Background: an optimization exercise with open tools, aiming at small area, a short achievable clock period and few clock cycles per item. Do not read the settings as production practice. No run shown here included a check of the RTL's function; only the layout flow was run.

## flow/design.v (module list and top-level ports; edited modules follow where they fit)
// module seq_mac_unit: 481 lines
// module csa_fa: 4 lines
// module csa_ha: 4 lines
// module prefix_add: 302 lines
module seq_mac_unit (
    input  logic        clk_i,
    input  logic        rst_i,
    input  logic        MUL_Start_STRB_i,
    input  logic [81:0] a_i,
    input  logic [81:0] b_i,
    input  logic [81:0] acc_i,
    output logic        MUL_Done_STRB_o,
    output logic [81:0] out_o,
    output logic        busy_o
);
  // ...
==> flow/flow/run.sh <==
#!/bin/bash
# Own flow: the standard layout (standard.sh, unchanged synthesis and
# steps), with one change: the port buffers that ORFS inserts before global
# placement are plain sky130_fd_sc_hd__buf_1 cells instead of the default
# choice. Every input and output port still gets its own buffer.
# The full make output goes to standard.log; ORFS's per-step logs stay
# under orfs/logs/.
set -euo pipefail
bash standard.sh "BUFFER_PORTS_ARGS=-buffer_cell sky130_fd_sc_hd__buf_1" finish > standard.log 2>&1
==> flow/standard.sh <==
#!/bin/bash
# synth_recipe.tcl (not shown) runs the flow's synth.tcl, then flattens the netlist and writes it again
# the make line also repeats each setting of config.mk as NAME=value (left out here)
make -C /OpenROAD-flow-scripts/flow DESIGN_CONFIG=/design/flow/config.mk WORK_HOME=/design/flow/orfs CLKGATE_MAP_FILE= SYNTH_SCRIPT=/design/flow/synth_recipe.tcl "${@:-finish}"
==> flow/config.mk <==
export PLATFORM = sky130hd
export DESIGN_NAME = seq_mac_unit
export DESIGN_NICKNAME = seq_mac_unit
export VERILOG_FILES = /design/flow/design.v
export SDC_FILE = /design/flow/constraint.sdc
export NUM_CORES = 4
export LEC_CHECK = 0
export CAP_MARGIN = 20
export CORE_MARGIN = 2
export CORE_UTILIZATION = 50
export SETUP_SLACK_MARGIN = 4.2
export SLEW_MARGIN = 20
export SYNTH_HIERARCHICAL = 1
==> flow/constraint.sdc <==
create_clock -name core_clock -period 8.0 [get_ports {clk_i}]
set_input_delay 1.6000 -clock core_clock [delete_from_list [all_inputs] [get_ports {clk_i}]]
set_output_delay 1.6000 -clock core_clock [all_outputs]
set_load 0.01 [all_outputs]
==> results.json, run 1 <==
{
  "status": "finished clean",
  "fillers": 3987,
  "top_regs": "P_q x68, c_q x42, A_q x41",
  "clock-sinks": 233,
  "finalNetCount": 2855,
  "grt_start_max_net_pins": 76,
  "port_buffers": 250,
  "final_core_util_pct": 56.1,
  "antenna_found_initial": 4,
  "avgSynthCellArea_um2": 11.2,
  "fp.dieW_um": 218,
  "netlist_area_um2": 23000,
  "end_kind": "register",
  "drive_above_1_share_pct": 6.02,
  "hold_class": "register to register",
  "syn_inst": 2050,
  "post_drt_wl_per_cell_um": 26.0,
  "slew_violations": 0,
  "path_common_cell": "fa_1",
  "hold_ws_ps": 416,
  "critPathLaunchType": "register",
  "crit_chain": "buf_8 > xnor2_1 > fa_1 > fa_1 > fa_1 > fa_1 > mux2i_1 > o21ai_1",
  "reg2reg_slack_ps": 4270,
  "worstMarginPinSlew_ps": 955,
  "slowest_delay_ps": 590,
  "r2r-end": "P_q[25]$_DFFE_PP_",
  "grtUsageMet2_pct": 48.4,
  "drc": 0,
  "nClkBuffers": 45,
  "wl_met2_mm": 33.4,
  "multi_input_area_share_pct": 62.9
}
==> inputs of run 2 (changes only) <==
--- a/flow/design.v
+++ b/flow/design.v
@@ -20,16 +20,20 @@
     logic [K-1:0] RC_q;
     logic         busy_q, done_q, fin_q;
     logic [CNTW-1:0] cnt_q;
     logic [6:0] x1_q, x2_q, neg_q;
     logic [6:0] x1_n, x2_n, neg_n;    
     logic [K:0] nb;
     logic [41:0] ax;
     assign ax = {A_q[40], A_q};
+    logic [40:0] An_q;
+    logic [41:0] axn;
+    assign axn = {An_q[40], An_q};
+    localparam logic [6:0] SINV = 7'b1110000;
     logic [41:0] pp0;
     logic [41:0] pp1;
     logic [41:0] pp2;
     logic [41:0] pp3;
     logic [41:0] pp4;
     logic [41:0] pp5;
     logic [41:0] pp6;
     assign nb = busy_q ? B_q[14:0] : {b_i[13:0], 1'b0};
@@ -47,25 +51,25 @@
     assign pp2      = (({42{x1_q[2]}} & ax) | ({42{x2_q[2]}} & {ax[40:0], 1'b0})) ^ {42{neg_q[2]}};
     assign x1_n[3]  = nb[6] ^ nb[7];
     assign x2_n[3]  = (nb[8] & ~nb[7] & ~nb[6]) | (~nb[8] & nb[7] & nb[6]);
     assign neg_n[3] = nb[8];
     assign pp3      = (({42{x1_q[3]}} & ax) | ({42{x2_q[3]}} & {ax[40:0], 1'b0})) ^ {42{neg_q[3]}};
     assign x1_n[4]  = nb[8] ^ nb[9];
     assign x2_n[4]  = (nb[10] & ~nb[9] & ~nb[8]) | (~nb[10] & nb[9] & nb[8]);
     assign neg_n[4] = nb[10];
-    assign pp4      = (({42{x1_q[4]}} & ax) | ({42{x2_q[4]}} & {ax[40:0], 1'b0})) ^ {42{neg_q[4]}};
+    assign pp4      = ~(({42{x1_q[4]}} | axn) & ({42{x2_q[4]}} | {axn[40:0], 1'b1})) ^ {42{~neg_q[4]}};
     assign x1_n[5]  = nb[10] ^ nb[11];
     assign x2_n[5]  = (nb[12] & ~nb[11] & ~nb[10]) | (~nb[12] & nb[11] & nb[10]);
     assign neg_n[5] = nb[12];
-    assign pp5      = (({42{x1_q[5]}} & ax) | ({42{x2_q[5]}} & {ax[40:0], 1'b0})) ^ {42{neg_q[5]}};
+    assign pp5      = ~(({42{x1_q[5]}} | axn) & ({42{x2_q[5]}} | {axn[40:0], 1'b1})) ^ {42{~neg_q[5]}};
     assign x1_n[6]  = nb[12] ^ nb[13];
     assign x2_n[6]  = (nb[14] & ~nb[13] & ~nb[12]) | (~nb[14] & nb[13] & nb[12]);
     assign neg_n[6] = nb[14];
-    assign pp6      = (({42{x1_q[6]}} & ax) | ({42{x2_q[6]}} & {ax[40:0], 1'b0})) ^ {42{neg_q[6]}};
+    assign pp6      = ~(({42{x1_q[6]}} | axn) & ({42{x2_q[6]}} | {axn[40:0], 1'b1})) ^ {42{~neg_q[6]}};
     logic fs0, fc0, fs1, fc1, fs2, fc2, fs3, fc3, fs4, fc4, fs5, fc5, fs6, fc6, fs7, fc7, fs8, fc8, fs9, fc9, fs10, fc10, fs11, fc11, fs12, fc12, fs13, fc13, fs14, fc14, fs15, fc15, fs16, fc16, fs17, fc17, fs18, fc18, fs19, fc19, fs20, fc20, fs21, fc21, fs22, fc22, fs23, fc23, fs24, fc24, fs25, fc25, fs26, fc26, fs27, fc27, fs28, fc28, fs29, fc29, fs30, fc30, fs31, fc31, fs32, fc32, fs33, fc33, fs34, fc34, fs35, fc35, fs36, fc36, fs37, fc37, fs38, fc38, fs39, fc39, fs40, fc40, fs41, fc41, fs42, fc42, fs43, fc43, fs44, fc44, fs45, fc45, fs46, fc46, fs47, fc47, fs48, fc48, fs49, fc49, fs50, fc50, fs51, fc51, fs52, fc52, fs53, fc53, fs54, fc54, fs55, fc55, fs56, fc56, fs57, fc57, fs58, fc58, fs59, fc59, fs60, fc60, fs61, fc61, fs62, fc62, fs63, fc63, fs64, fc64, fs65, fc65, fs66, fc66, fs67, fc67, fs68, fc68, fs69, fc69, fs70, fc70, fs71, fc71, fs72, fc72, fs73, fc73, fs74, fc74, fs75, fc75, fs76, fc76, fs77, fc77, fs78, fc78, fs79, fc79, fs80, fc80, fs81, fc81, fs82, fc82, fs83, fc83, fs84, fc84, fs85, fc85, fs86, fc86, fs87, fc87, fs88, fc88, fs89, fc89, fs90, fc90, fs91, fc91, fs92, fc92, fs93, fc93, fs94, fc94, fs95, fc95, fs96, fc96, fs97, fc97, fs98, fc98, fs99, fc99, fs100, fc100, fs101, fc101, fs102, fc102, fs103, fc103, fs104, fc104, fs105, fc105, fs106, fc106, fs107, fc107, fs108, fc108, fs109, fc109, fs110, fc110, fs111, fc111, fs112, fc112, fs113, fc113, fs114, fc114, fs115, fc115, fs116, fc116, fs117, fc117, fs118, fc118, fs119, fc119, fs120, fc120, fs121, fc121, fs122, fc122, fs123, fc123, fs124, fc124, fs125, fc125, fs126, fc126, fs127, fc127, fs128, fc128, fs129, fc129, fs130, fc130, fs131, fc131, fs132, fc132, fs133, fc133, fs134, fc134, fs135, fc135, fs136, fc136, fs137, fc137, fs138, fc138, fs139, fc139, fs140, fc140, fs141, fc141, fs142, fc142, fs143, fc143, fs144, fc144, fs145, fc145, fs146, fc146, fs147, fc147, fs148, fc148, fs149, fc149, fs150, fc150, fs151, fc151, fs152, fc152, fs153, fc153, fs154, fc154, fs155, fc155, fs156, fc156, fs157, fc157, fs158, fc158, fs159, fc159, fs160, fc160, fs161, fc161, fs162, fc162, fs163, fc163, fs164, fc164, fs165, fc165, fs166, fc166, fs167, fc167, fs168, fc168, fs169, fc169, fs170, fc170, fs171, fc171, fs172, fc172, fs173, fc173, fs174, fc174, fs175, fc175, fs176, fc176, fs177, fc177, fs178, fc178, fs179, fc179, fs180, fc180, fs181, fc181, fs182, fc182, fs183, fc183, fs184, fc184, fs185, fc185, fs186, fc186, fs187, fc187, fs188, fc188, fs189, fc189, fs190, fc190, fs191, fc191, fs192, fc192, fs193, fc193, fs194, fc194, fs195, fc195, fs196, fc196, fs197, fc197, fs198, fc198, fs199, fc199, fs200, fc200, fs201, fc201, fs202, fc202, fs203, fc203, fs204, fc204, fs205, fc205, fs206, fc206, fs207, fc207, fs208, fc208, fs209, fc209, fs210, fc210, fs211, fc211, fs212, fc212, fs213, fc213, fs214, fc214, fs215, fc215, fs216, fc216, fs217, fc217, fs218, fc218, fs219, fc219, fs220, fc220, fs221, fc221, fs222, fc222, fs223, fc223, fs224, fc224, fs225, fc225, fs226, fc226, fs227, fc227, fs228, fc228, fs229, fc229, fs230, fc230, fs231, fc231, fs232, fc232, fs233, fc233, fs234, fc234, fs235, fc235, fs236, fc236, fs237, fc237, fs238, fc238, fs239, fc239, fs240, fc240, fs241, fc241, fs242, fc242, fs243, fc243, fs244, fc244, fs245, fc245, fs246, fc246, fs247, fc247, fs248, fc248, fs249, fc249, fs250, fc250, fs251, fc251, fs252, fc252, fs253, fc253, fs254, fc254, fs255, fc255, fs256, fc256, fs257, fc257, fs258, fc258, fs259, fc259, fs260, fc260, fs261, fc261, fs262, fc262, fs263, fc263, fs264, fc264, fs265, fc265, fs266, fc266, fs267, fc267, fs268, fc268, fs269, fc269, fs270, fc270, fs271, fc271, fs272, fc272, fs273, fc273, fs274, fc274, fs275, fc275, fs276, fc276, fs277, fc277, fs278, fc278, fs279, fc279, fs280, fc280, fs281, fc281, fs282, fc282, fs283, fc283, fs284, fc284, fs285, fc285, fs286, fc286, fs287, fc287, fs288, fc288, fs289, fc289, fs290, fc290, fs291, fc291, fs292, fc292, fs293, fc293, fs294, fc294, fs295, fc295, fs296, fc296, fs297, fc297, fs298, fc298, fs299, fc299, fs300, fc300, fs301, fc301, fs302, fc302, fs303, fc303, fs304, fc304, fs305, fc305, fs306, fc306, fs307, fc307, fs308, fc308, fs309, fc309, fs310, fc310, fs311, fc311, fs312, fc312, fs313, fc313, fs314, fc314, fs315, fc315, fs316, fc316, fs317, fc317, fs318, fc318, fs319, fc319, fs320, fc320, fs321, fc321, fs322, fc322, fs323, fc323, fs324, fc324, fs325, fc325, fs326, fc326, fs327, fc327, fs328, fc328, fs329, fc329, fs330, fc330, fs331, fc331, fs332, fc332, fs333, fc333, fs334, fc334, fs335, fc335, fs336, fc336, fs337, fc337, fs338, fc338, fs339, fc339, fs340, fc340, fs341, fc341, fs342, fc342;
     csa_ha ufs0 (.a(P_q[12]), .b(c_q[12]), .s(fs0), .co(fc0));
     csa_ha ufs1 (.a(P_q[13]), .b(c_q[13]), .s(fs1), .co(fc1));
     csa_ha ufs2 (.a(P_q[14]), .b(c_q[14]), .s(fs2), .co(fc2));
     csa_ha ufs3 (.a(P_q[15]), .b(c_q[15]), .s(fs3), .co(fc3));
     csa_ha ufs4 (.a(P_q[16]), .b(c_q[16]), .s(fs4), .co(fc4));
     csa_ha ufs5 (.a(P_q[17]), .b(c_q[17]), .s(fs5), .co(fc5));
     csa_ha ufs6 (.a(P_q[18]), .b(c_q[18]), .s(fs6), .co(fc6));
@@ -89,27 +93,27 @@
     csa_ha ufs24 (.a(P_q[36]), .b(c_q[36]), .s(fs24), .co(fc24));
     csa_ha ufs25 (.a(P_q[37]), .b(c_q[37]), .s(fs25), .co(fc25));
     csa_ha ufs26 (.a(P_q[38]), .b(c_q[38]), .s(fs26), .co(fc26));
     csa_ha ufs27 (.a(P_q[39]), .b(c_q[39]), .s(fs27), .co(fc27));
     csa_ha ufs28 (.a(P_q[40]), .b(c_q[40]), .s(fs28), .co(fc28));
     csa_ha ufs29 (.a(P_q[41]), .b(c_q[41]), .s(fs29), .co(fc29));
     csa_ha ufs30 (.a(P_q[6]), .b(c_q[6]), .s(fs30), .co(fc30));
     csa_ha ufs31 (.a(P_q[7]), .b(c_q[7]), .s(fs31), .co(fc31));
-    csa_fa ufs32 (.a(P_q[8]), .b(c_q[8]), .c(neg_q[4]), .s(fs32), .co(fc32));
+    csa_fa ufs32 (.a(P_q[8]), .b(c_q[8]), .c(~neg_q[4]), .s(fs32), .co(fc32));
     csa_ha ufs33 (.a(pp0[8]), .b(pp1[6]), .s(fs33), .co(fc33));
     csa_fa ufs34 (.a(P_q[9]), .b(c_q[9]), .c(pp0[9]), .s(fs34), .co(fc34));
     csa_ha ufs35 (.a(pp1[7]), .b(pp2[5]), .s(fs35), .co(fc35));
-    csa_fa ufs36 (.a(P_q[10]), .b(c_q[10]), .c(neg_q[5]), .s(fs36), .co(fc36));
+    csa_fa ufs36 (.a(P_q[10]), .b(c_q[10]), .c(~neg_q[5]), .s(fs36), .co(fc36));
     csa_fa ufs37 (.a(pp0[10]), .b(pp1[8]), .c(pp2[6]), .s(fs37), .co(fc37));
     csa_ha ufs38 (.a(pp3[4]), .b(pp4[2]), .s(fs38), .co(fc38));
     csa_fa ufs39 (.a(P_q[11]), .b(c_q[11]), .c(pp0[11]), .s(fs39), .co(fc39));
     csa_fa ufs40 (.a(pp1[9]), .b(pp2[7]), .c(pp3[5]), .s(fs40), .co(fc40));
     csa_ha ufs41 (.a(pp4[3]), .b(pp5[1]), .s(fs41), .co(fc41));
-    csa_fa ufs42 (.a(neg_q[6]), .b(fs0), .c(pp0[12]), .s(fs42), .co(fc42));
+    csa_fa ufs42 (.a(~neg_q[6]), .b(fs0), .c(pp0[12]), .s(fs42), .co(fc42));
     csa_fa ufs43 (.a(pp1[10]), .b(pp2[8]), .c(pp3[6]), .s(fs43), .co(fc43));
     csa_fa ufs44 (.a(pp4[4]), .b(pp5[2]), .c(pp6[0]), .s(fs44), .co(fc44));
     csa_fa ufs45 (.a(fc0), .b(fs1), .c(pp0[13]), .s(fs45), .co(fc45));
     csa_fa ufs46 (.a(pp1[11]), .b(pp2[9]), .c(pp3[7]), .s(fs46), .co(fc46));
     csa_fa ufs47 (.a(pp4[5]), .b(pp5[3]), .c(pp6[1]), .s(fs47), .co(fc47));
     csa_fa ufs48 (.a(fc1), .b(fs2), .c(pp0[14]), .s(fs48), .co(fc48));
     csa_fa ufs49 (.a(pp1[12]), .b(pp2[10]), .c(pp3[8]), .s(fs49), .co(fc49));
     csa_fa ufs50 (.a(pp4[6]), .b(pp5[4]), .c(pp6[2]), .s(fs50), .co(fc50));
@@ -456,28 +460,29 @@
         if (busy_q | MUL_Start_STRB_i) P_q <= P_d;
     end
     always_ff @(posedge clk_i) begin
         if (busy_q) begin
             B_q  <= {{K{B_q[28]}}, B_q[28:K]};
             c_q  <= cs_c[55:K];
             rc_q <= rc_n;
             RC_q <= cs_c[13:0];
-            x1_q <= x1_n;
-            x2_q <= x2_n;
-            neg_q <= neg_n;
+            x1_q <= x1_n ^ SINV;
+            x2_q <= x2_n ^ SINV;
+            neg_q <= neg_n ^ SINV;
         end else begin
             A_q  <= a_i[40:0];
+            An_q <= ~a_i[40:0];
             B_q  <= {b_i[40], b_i[40:13]};
             c_q  <= 42'(1) << 41;
             rc_q <= 1'b0;
             RC_q <= '0;
-            x1_q <= x1_n;
-            x2_q <= x2_n;
-            neg_q <= neg_n;
+            x1_q <= x1_n ^ SINV;
+            x2_q <= x2_n ^ SINV;
+            neg_q <= neg_n ^ SINV;
         end
     end
     assign out_o = {P_q[39:0], P_q[81:40]};
     assign MUL_Done_STRB_o = done_q;
     assign busy_o = busy_q;
 endmodule
 module csa_fa (input logic a, b, c, output logic s, co);
     assign s  = a ^ b ^ c;
==> results.json, run 2 <==
{
  "grt.met3_usage_pct": 6.91,
  "initial_core_util_pct": 50.8,
  "crit_slowest_cell": "dfxtp_4",
  "finalNetCount": 2932,
  "synth_warnings": 7,
  "netlist_area_um2": 24300,
  "worstPathArrival_ps": 4000,
  "htree_levels": 2,
  "postPlaceCellArea_um2": 25300,
  "hold_class": "register to register",
  "dieArea_um2": 50400,
  "avgSynthCellArea_um2": 11.4,
  "layout_common_cells": "xnor2_1 (318), fa_1 (302), buf_1 (250), edfxtp_1 (165), a22oi_1 (161)",
  "crit_chain": "buf_4 > a22oi_1 > xnor2_1 > fa_1 > fa_1 > fa_1 > fa_1 > mux2i_1 > o21ai_1",
  "fin_setup_tns_ps": 0,
  "fp.dieW_um": 224,
  "port_buffers": 250,
  "dieHeight_um": 224,
  "crit_required_ps": 8290,
  "antenna_found_initial": 3,
  "grt-ovfl-total": 0,
  "worst-path-max-fanout": 22,
  "post-route-min-period_ps": 3710,
  "drive_above_1_share_pct": 5.77,
  "syn_inst": 2137,
  "rsz0062_at_grt": "no",
  "clk_latency_ps": 570,
  "hold_violations": 0,
  "clock_skew_ps": 22.3,
  "wl_mm": 74.1,
  "fin_cells": 2923,
  "dp.cells": 2852,
  "gp_congestion": 0.910,
  "slew_headroom_pct": 27.3,
  "rows": 80,
  "max-cap-violations": 0,
  "final_common_cell": "xnor2_1",
  "met1_usage_pct": 40.9,
  "top_usage_layer": "met2",
  "synthToLayoutAreaGrowth_pct": 9.91,
  "end_kind": "register",
  "first_pass_iters": 7,
  "grt_usage_pct": 29.6,
  "dp_hpwl_mm": 53.8,
  "status": "finished clean",
  "fillers": 4185,
  "numCtsBuffers": 35,
  "critPathLaunchType": "register",
  "worst-setup-path-type": "register to register",
  "clock-sinks": 275,
  "cts_tree": "built",
  "slew_violations": 0,
  "top_regs": "P_q x68, c_q x42",
  "final.period_utilization_pct": 46.4,
  "cp.buffers_inverters": 1,
  "drtIter0Drc": 1716,
  "cts.clk_slew.worst_paths_ps": 60,
  "grt_start_max_net_pins": 74,
  "viasPerCell": 6.04,
  "path_common_cell": "fa_1",
  "clock.fmax_mhz": 270,
  "core_area_um2": 47800,
  "grt_pass1_wl_mm": 111,
  "vias": 17649,
  "post_drt_wl_per_cell_um": 25.4,
  "final_cell_area_um2": 26700,
  "boundaryPins": 333,
  "drtAntennaViolNets": 0,
  "largest_register_ffs": 68,
  "setup_viol": 0,
  "top_register": "P_q",
  "slowest_delay_ps": 560,
  "cts_root_buf": "clkbuf_16",
  "worstMarginPinSlew_ps": 1090,
  "grt_pass1_vias": 18120,
  "cpLargestDelayFamily": "adder cells",
  "final_core_util_pct": 55.8,
  "clk_path_buf_depth": 3,
  "drc": 0,
  "grtUsageMet2_pct": 46.6
}
[run 2: changes by cell type in the layout (fill, tap and decap cells not counted), moves of 8 or more]
cell,previous run,this run
a22oi_1,280,161
inv_1,53,96
o21ai_0,39,31
o22ai_1,1,121
edfxtp_1,124,165
buf_12,14,1
[run 2: stage by stage]
stage	hold WS (ps)	setup WS [ps]
3_3_place_gp	410	3780
5_1_grt	443	4220
3_5_place_dp	417	3750
6_report	434	4290
4_1_cts	432	4220
2_1_floorplan	355	4820
[run 2: worst paths after layout]
path	startpoint	end	slack [ps]	cells after the start
min in group asynchronous	rst_i	cnt_q[1]$_DFF_PP0_	930	2
worst min-delay path	cnt_q[0]$_DFF_PP0_	cnt_q[0]$_DFF_PP0_	430	1
worst max-delay path	x1_q[3]$_DFF_P_	P_q[2]$_DFFE_PP_	4290	9
worst max register to register	x1_q[3]$_DFF_P_	P_q[2]$_DFFE_PP_	4290	9
max in group asynchronous	rst_i	fin_q$_DFF_PP0_	6850	2
worst min register to register	cnt_q[0]$_DFF_PP0_	cnt_q[0]$_DFF_PP0_	430	1
[run 2: worst reg2reg max path, cell delays in order, from the launching register on]
cell and delay [ps]:
dfxtp_4 560, buf_4 390, a22oi_1 190, xnor2_1 170
fa_1 420, fa_1 510, fa_1 480, fa_1 500
mux2i_1 170, o21ai_1 70
[run 2: timing repair]
action | 4_1_cts | 5_1_grt
gates resized for setup | 16 | 19
setup buffers | 0 | 5
endpoints found under the setup margin | 60 | 21
pin swaps | 0 | 2
hold buffers | 0 | 0
cloned | 1 | 0
[run 2: cell type report]
cell class	instances	area (um^2)	share of cell area (%)
repair buffers	280	1290	4.82
clock inverters	18	166	0.623
well taps	615	769	2.88
multi-input cells	1591	15900	59.6
flip-flops and latches	275	7210	27.0
diodes	1	2.50	0.00937
inverters	97	367	1.37
clock buffers	46	977	3.66
[run 2: metal layers]
layer  up-vias  part of all wire, %
met5         -                0.016
met1      8891                   41
li1       7766                    -
met3       136                  9.5
met4         2                  3.0
met2       854                   46
==> inputs of run 3 (changes only) <==
--- a/flow/config.mk
+++ b/flow/config.mk
@@ -10,3 +10,3 @@
 export CORE_UTILIZATION = 50
-export SETUP_SLACK_MARGIN = 4.2
+export SETUP_SLACK_MARGIN = 4.5
 export SLEW_MARGIN = 20
==> results.json, run 3 <==
{
  "grt_pass1_vias": 18202,
  "clock.fmax_mhz": 289,
  "viasPerCell": 6.08,
  "worstPathArrival_ps": 1860,
  "syn_inst": 2137,
  "final.period_utilization_pct": 43.2,
  "cts.clk_slew.worst_paths_ps": 60,
  "crit_slowest_cell": "dfrtp_4",
  "clock-sinks": 275,
  "dp_hpwl_mm": 53.8,
  "rsz0062_at_grt": "yes",
  "ctsHoldBuffers": 0,
  "netlist_area_um2": 24300,
  "end_kind": "primary output",
  "vias": 18108,
  "port_buffers": 250,
  "clk_path_buf_depth": 3,
  "layout_common_cells": "xnor2_1 (317), fa_1 (287), buf_1 (250), edfxtp_1 (165), a22oi_1 (150)",
  "finalNetCount": 2982,
  "first_pass_iters": 5,
  "top_regs": "P_q x68, c_q x42",
  "fp.dieW_um": 224,
  "hold_ws_ps": 431,
  "grt-ovfl-total": 0,
  "status": "finished clean",
  "cp.buffers_inverters": 2,
  "wl_mm": 79.4,
  "worstMarginPinSlew_ps": 1100,
  "dieHeight_um": 224,
  "drtIter0Drc": 1953,
  "drive_above_1_share_pct": 9.72,
  "avgSynthCellArea_um2": 11.4,
  "crit_chain": "buf_16 > buf_1",
  "worst-setup-path-type": "register to primary output",
  "gp_congestion": 0.910,
  "synth_warnings": 7,
  "initial_core_util_pct": 50.8,
  "slowest_delay_ps": 740,
  "grt_start_max_net_pins": 74,
  "dieArea_um2": 50400,
  "cts_root_buf": "clkbuf_16",
  "grt_usage_pct": 30.3,
  "final_core_util_pct": 57.9,
  "slew_violations": 0,
  "fin_setup_tns_ps": 0,
  "hold_class": "register to register",
  "htree_levels": 2,
  "top_register": "P_q",
  "crit_required_ps": 6400,
  "cpLargestDelayFamily": "flip-flops",
  "grt_pass1_wl_mm": 113,
  "boundaryPins": 333,
  "worst-path-max-fanout": 37,
  "clock_skew_ps": 19.6,
  "critPathLaunchType": "register",
  "cts_tree": "built",
  "core_area_um2": 47800,
  "setup_viol": 0,
  "drc": 0,
  "post-route-min-period_ps": 3460,
  "slew_headroom_pct": 26.6,
  "largest_register_ffs": 68,
  "rows": 80,
  "drtAntennaViolNets": 0,
  "final_common_cell": "xnor2_1",
  "synthToLayoutAreaGrowth_pct": 14.1,
  "antenna_found_initial": 3,
  "clk_latency_ps": 570,
  "numCtsBuffers": 35,
  "hold_violations": 0,
  "post_drt_wl_per_cell_um": 26.7,
  "max-cap-violations": 0
}
run 3: what timing repair did:
action / CTS / global route
pin swaps: 6 / 18
cloned: 2 / 10
endpoints found under the setup margin: 83 / 39
gates resized for setup: 61 / 76
hold endpoints to repair: 0 / 0
buffers inserted: 18 / 26
run 3: area by class of cell:
cell class	instances	area, um^2
fillers	4082	20100
multi-input cells	1591	16100
flip-flops and latches	275	7240
repair buffers	330	2070
clock buffers	46	977
well taps	615	769
inverters	97	367
clock inverters	18	166
diodes	4	10.0
run 3: per-stage QoR:
stage,std cells,cell area [um^2],worst slack [ps]
final,2976,27700,4540
after floorplan,2143,24300,4820
after CTS,2936,27000,4520
after detailed placement,2852,25300,3750
after global routing,2974,27700,4450
after global placement,2852,25300,3780
run 3: final timing paths:
check | from | endpoint | slack [ps] | cells past startpoint
min in group asynchronous | rst_i | cnt_q[1]$_DFF_PP0_ | 920 | 2
worst max register to register | A_q[37]$_DFFE_PN_ | P_q[33]$_DFFE_PP_ | 4560 | 9
worst max-delay path | busy_q$_DFF_PP0_ | busy_o | 4540 | 2
worst min-delay path | cnt_q[0]$_DFF_PP0_ | cnt_q[0]$_DFF_PP0_ | 430 | 1
worst min register to register | cnt_q[0]$_DFF_PP0_ | cnt_q[0]$_DFF_PP0_ | 430 | 1
max in group asynchronous | rst_i | fin_q$_DFF_PP0_ | 6870 | 2
run 3: metal layers:
layer  wire (um)  GRT usage [%]
met4        2810           8.84
met5           0              0
met2       36000           47.8
met3        8290           7.13
met1       32300           41.9
==> inputs of run 4 (changes only) <==
--- a/flow/config.mk
+++ b/flow/config.mk
@@ -10,3 +10,3 @@
 export CORE_UTILIZATION = 50
-export SETUP_SLACK_MARGIN = 4.5
+export SETUP_SLACK_MARGIN = 4.35
 export SLEW_MARGIN = 20
==> results.json, run 4 <==
{
  "final.setup.worst_slack_ps": 4430,
  "worstPathArrival_ps": 1970,
  "reg2reg_slack_ps": 4440,
  "drc": 0,
  "clk_path_buf_depth": 3,
  "initial_core_util_pct": 50.8,
  "holdPathEnd": "cnt_q[0]$_DFF_PP0_",
  "dp_hpwl_mm": 53.8,
  "fin_setup_tns_ps": 0,
  "post-route-min-period_ps": 3570,
  "port_buffers": 250,
  "post_drt_wl_per_cell_um": 25.6,
  "clock.fmax_mhz": 280,
  "synthToLayoutAreaGrowth_pct": 10.7,
  "clk_latency_ps": 570,
  "largest_register_ffs": 68,
  "clock_skew_ps": 21.5,
  "ctsHoldBuffers": 0,
  "top_regs": "P_q x68, c_q x42",
  "drive_above_1_share_pct": 6.18,
  "drtAntennaViolNets": 0,
  "synth_warnings": 7,
  "holdPathStages": 1,
  "final.period_utilization_pct": 44.7,
  "crit_required_ps": 6400,
  "grt_start_max_net_pins": 74,
  "cts_root_buf": "clkbuf_16",
  "grt_pass1_wl_mm": 112,
  "netlist_area_um2": 24300,
  "numCtsBuffers": 35,
  "layout_common_cells": "xnor2_1 (318), fa_1 (301), buf_1 (250), edfxtp_1 (165), a22oi_1 (161)",
  "end_kind": "primary output",
  "fin_cells": 2931,
  "grt_pass1_vias": 18219,
  "ff2ff_path_depth": 9,
  "dp_slack_ps": 3750,
  "hp-start": "cnt_q[0]$_DFF_PP0_",
  "cts_tree": "built",
  "final_common_cell": "xnor2_1",
  "dieHeight_um": 224,
  "grt_usage_pct": 29.8,
  "core_area_um2": 47800,
  "top_register": "P_q",
  "fp.dieW_um": 224,
  "wl_mm": 75.0,
  "cts.clk_slew.worst_paths_ps": 60,
  "htree_levels": 2,
  "vias": 17633,
  "gp_congestion": 0.910,
  "dp.cells": 2852,
  "r2r-end": "P_q[5]$_DFFE_PP_",
  "worstMarginPinSlew_ps": 1090,
  "dieArea_um2": 50400,
  "hold_ws_ps": 431,
  "hold_violations": 0,
  "clock-sinks": 275,
  "rsz0062_at_grt": "yes",
  "critPathLaunchType": "register",
  "syn_inst": 2137,
  "finalNetCount": 2939,
  "slew_headroom_pct": 27.1,
  "setup_viol": 0,
  "avgSynthCellArea_um2": 11.4,
  "hold_class": "register to register",
  "worst-path-max-fanout": 73,
  "first_pass_iters": 7,
  "drtIter0Drc": 1658,
  "boundaryPins": 333,
  "worst-setup-path-type": "register to primary output",
  "max-cap-violations": 0,
  "status": "finished clean",
  "grt-ovfl-total": 0,
  "slew_violations": 0,
  "antenna_found_initial": 3,
  "rows": 80,
  "rr_startpoint": "x1_q[4]$_DFF_P_",
  "viasPerCell": 6.02
}
-- run 4: through the flow --
step                      util, %  area (um^2)
after floorplan                 -        24300
after global placement       53.0        25300
after detailed placement     53.0        25300
after CTS                    55.7        26700
after global routing         56.2        26900
final                        56.2        26900
-- run 4: worst max-delay path by stage --
stage	from	end	slack, ps
after floorplan	neg_q[1]$_DFF_P_	P_q[5]$_DFFE_PP_	4820
after global placement	x1_q[3]$_DFF_P_	P_q[2]$_DFFE_PP_	3780
after detailed placement	x1_q[3]$_DFF_P_	P_q[2]$_DFFE_PP_	3750
after CTS	P_q[5]$_DFFE_PP_	P_q[31]$_DFFE_PP_	4330
after global routing	P_q[5]$_DFFE_PP_	P_q[31]$_DFFE_PP_	4310
final	busy_q$_DFF_PP0_	busy_o	4430
-- run 4: worst max-delay path, stage by stage (launching register included) --
cell,delay [ps]
dfrtp_4,720
buf_16,410
buf_1,200
-- run 4: layout make-up --
type	instances	area [um^2]
repair buffers	287	1460
diodes	2	5.00
fillers	4157	21000
clock buffers	46	977
flip-flops and latches	275	7210
inverters	97	367
clock inverters	18	166
well taps	615	769
multi-input cells	1591	15900
-- run 4: routing by layer --
metal | vias to the layer above | wire length (um) | GRT usage (%)
li1 | 7786 | - | -
met1 | 8894 | 31000 | 41.1
met2 | 824 | 35000 | 47.0
met3 | 127 | 6980 | 7.12
met4 | 2 | 2030 | 8.67
met5 | - | 12 | 0
-- run 4: repair_timing --
item                                    CTS  global route
endpoints found under the setup margin   72            38
buffers inserted                          2             9
gates resized for setup                  34            35
cloned                                    1             1
pin swaps                                 0             4

-- re-timing with driven ports --
The flow's constraints put no driver on any port. The routed layouts listed below were extracted and timed again, unchanged, in two steps.
Step 1: set_driving_cell puts a clkbuf_16 on clk_i and a buf_2 on each other input, an assumption about the parent block.
Step 2 also shifts input and output timing later by t, the mid clock arrival at the registers, as if the neighbouring blocks saw the same clock.
a / b / c = ideal / step 1 / step 2; a / b = the first two.
| run | t (ns) | slack for setup (ns) | worst slew at a driven data input, ns | cell pins on the clock port's net |
|---|---|---|---|---|
| run 1 | 0.659 | 4.272 / 4.272 / 4.272 | 0.11 | 1 |
| run 2 | 0.614 | 4.291 / 4.248 / 4.291 | 0.10 | 1 |
| run 3 | 0.616 | 4.542 / 4.484 / 4.565 | 0.10 | 1 |
| run 4 | 0.614 | 4.426 / 4.369 / 4.445 | 0.09 | 1 |
After both steps every run listed still meets setup and hold.
